What follows belongs to an exercise in optimizing a design on an open flow for small area, a short achievable clock period and few clock cycles per item; a production flow would make more cautious choices. Only simulation tests tie the RTL to the original design; equivalence was not proved.

// pe
module pe (
    input  logic                          clk,
    input  logic                          i_reset,
    input  logic                          i_input_ready,
    input  logic                          i_mode,
    input  logic [pe_pkg::TILE_W-1:0]     i_in,
    input  logic [pe_pkg::TILE_W-1:0]     i_w,
    input  logic [pe_pkg::TILE_ELEMS-1:0] i_in_mask,
    input  logic [pe_pkg::TILE_ELEMS-1:0] i_w_mask,
    output logic                          o_ready,
    output logic                          o_result_valid,
    output logic [pe_pkg::DATA_W-1:0]     o_result
);
For scale: ~4800 cells after synthesis, ~280 flip-flops, roughly 700 I/O pins, roughly 36000 um^2 of cells after synthesis.
clock: 11.0 ns
lec_check: 0
abc_area: 1
cap_margin: 20
core_margin: 2
core_utilization: 40
slew_margin: 50
standard.sh (not shown) runs the stock make flow with config.mk's settings and CLKGATE_MAP_FILE= SYNTH_SCRIPT=/design/flow/synth_recipe.tcl, a recipe that flattens the netlist after the stock synthesis.
==> flow/flow/run.sh <==
#!/bin/bash
set -euo pipefail
export BUFFER_PORTS_ARGS="-buffer_cell sky130_fd_sc_hd__buf_1"
export SETUP_SLACK_MARGIN=6.5
bash standard.sh finish > standard_flow.log 2>&1
The baseline went through all stages and came out clean.
Testbench counts at the start, summed over its fixed seeds: cycles 14,712, items 4,000.
Next try:
Settings changed: SLEW_MARGIN 50 to 20.
The changed run finished clean.
Count of clock-buffer cells in the layout grows by 8.
Cell count hardly moves.
Design area barely changes.
Die area is unchanged.
Synthesized cell count is unchanged.
Worst setup slack is better by 0.065 ns.
Core utilization barely changes.
Next try:
==> flow/flow/run.sh (replaced) <==
#!/bin/bash
set -euo pipefail
export BUFFER_PORTS_ARGS="-buffer_cell sky130_fd_sc_hd__buf_1"
export SETUP_SLACK_MARGIN=6.0
bash standard.sh finish > standard_flow.log 2>&1
What happened:
- count of clock-buffer cells in the layout is unchanged
- cell count fell by 0.56%
- fmax fell by about 11%
- design area fell by 1.5%
- non-clock buffer count fell by 33

--- another note on this design; it stands on its own ---

==> build 29 <==
Design pe, start of the top module:
module pe (
    input  logic                          clk,
    input  logic                          i_reset,
    input  logic                          i_input_ready,
    input  logic                          i_mode,
    input  logic [pe_pkg::TILE_W-1:0]     i_in,
    input  logic [pe_pkg::TILE_W-1:0]     i_w,
    input  logic [pe_pkg::TILE_ELEMS-1:0] i_in_mask,
    input  logic [pe_pkg::TILE_ELEMS-1:0] i_w_mask,
    output logic                          o_ready,
    output logic                          o_result_valid,
    output logic [pe_pkg::DATA_W-1:0]     o_result
);
clock: 11.0 ns
lec_check: 0
abc_area: 1
cap_margin: 20
core_margin: 2
core_utilization: 40
slew_margin: 20
standard.sh (not shown) runs the stock make flow with config.mk's settings and CLKGATE_MAP_FILE= SYNTH_SCRIPT=/design/flow/synth_recipe.tcl, a recipe that flattens the netlist after the stock synthesis.
==> flow/flow/run.sh <==
#!/bin/bash
set -euo pipefail
export BUFFER_PORTS_ARGS="-buffer_cell sky130_fd_sc_hd__buf_1"
export SETUP_SLACK_MARGIN=6.5
bash standard.sh finish > standard_flow.log 2>&1
==> inputs of build 27, as changes to build 29 <==
==> flow/flow/run.sh (replaced) <==
#!/bin/bash
set -euo pipefail
export BUFFER_PORTS_ARGS="-buffer_cell sky130_fd_sc_hd__buf_1"
export SETUP_SLACK_MARGIN=7.5
bash standard.sh finish > standard_flow.log 2>&1
==> qor summary <==
Clock network latency to the later pin of the worst-skew pair: build 29 620 ps; build 27 590 ps
Outcome: build 29 no timing/DRC/antenna violations; build 27 no timing/DRC/antenna violations
Fraction of layout instances using a drive strength above 1: build 29 6.22%; build 27 25.3%
Via-to-Cell Ratio: build 29 6.07; build 27 6.21
Relative area of clock buffers and inverters in the final design: build 29 3.03%; build 27 2.72%
Number of vias after detailed routing: build 29 40,740; build 27 44,330
# Post-CTS Setup Buffers: build 29 7; build 27 254
Met1 usage: build 29 59.2%; build 27 55.4%
Met3 Wirelength: build 29 33,200 um; build 27 36,000 um
Total Nets Final: build 29 6,588; build 27 7,034
Post-route met1 wirelength: build 29 85,100 um; build 27 83,000 um
Worst-Margin Slew: build 29 1130 ps; build 27 1280 ps
Unrepaired setup endpoints after global routing: build 29 no; build 27 yes
Reg2reg start: build 29 u_mac_accumulator.act_q0[16]$_DFF_P_; build 27 u_mac_accumulator.act_q0[12]$_DFF_P_
Testbench counts of build 29, summed over its fixed seeds: cycles 14,712, items 4,000.
Testbench counts of build 27, summed over its fixed seeds: cycles 14,712, items 4,000.

-- re-timing with driven ports --
Ports are ideal in the flow. The routed layouts listed here were re-timed in OpenROAD. Step 1 sets driving cells, clkbuf_16 on the clock port and buf_2 on the other inputs (assumed; they add their load-dependent delay and slew). Step 2 adds t to the input delays and takes it off the output delays; t is the mean of the earliest and latest rising clock arrival at the registers after step 1. Input paths then give back, and output paths get back, about the clock's delay inside the block. Three values: ideal, step 1, step 2; two values: the first two.
| run | t, ns | setup WS [ns] | worst hold slack (ns) | worst data-port slew with drivers (ns) | pins driven straight from the clock port |
|---|---|---|---|---|---|
| the first run of note 1 | 0.659 | 6.446 / 6.505 / 5.845 | 0.422 / 0.422 / 0.422 | 0.32 | 1 |
| the second run of note 1 | 0.645 | 6.511 / 6.531 / 5.887 | 0.425 / 0.425 / 0.425 | 0.32 | 1 |
| the third run of note 1 | 0.643 | 5.953 / 6.002 / 5.359 | 0.420 / 0.420 / 0.420 | 0.31 | 1 |
| build 29 | 0.655 | 6.418 / 6.453 / 5.798 | 0.398 / 0.398 / 0.398 | 0.32 | 1 |
| build 27 | 0.659 | 7.193 / 7.193 / 6.568 | 0.413 / 0.413 / 0.413 | 0.34 | 1 |
After both steps setup and hold are still met in every run listed. The setup slack of build 27, which loses most, moves by 0.000 ns with the drivers and by -0.625 ns with both steps.
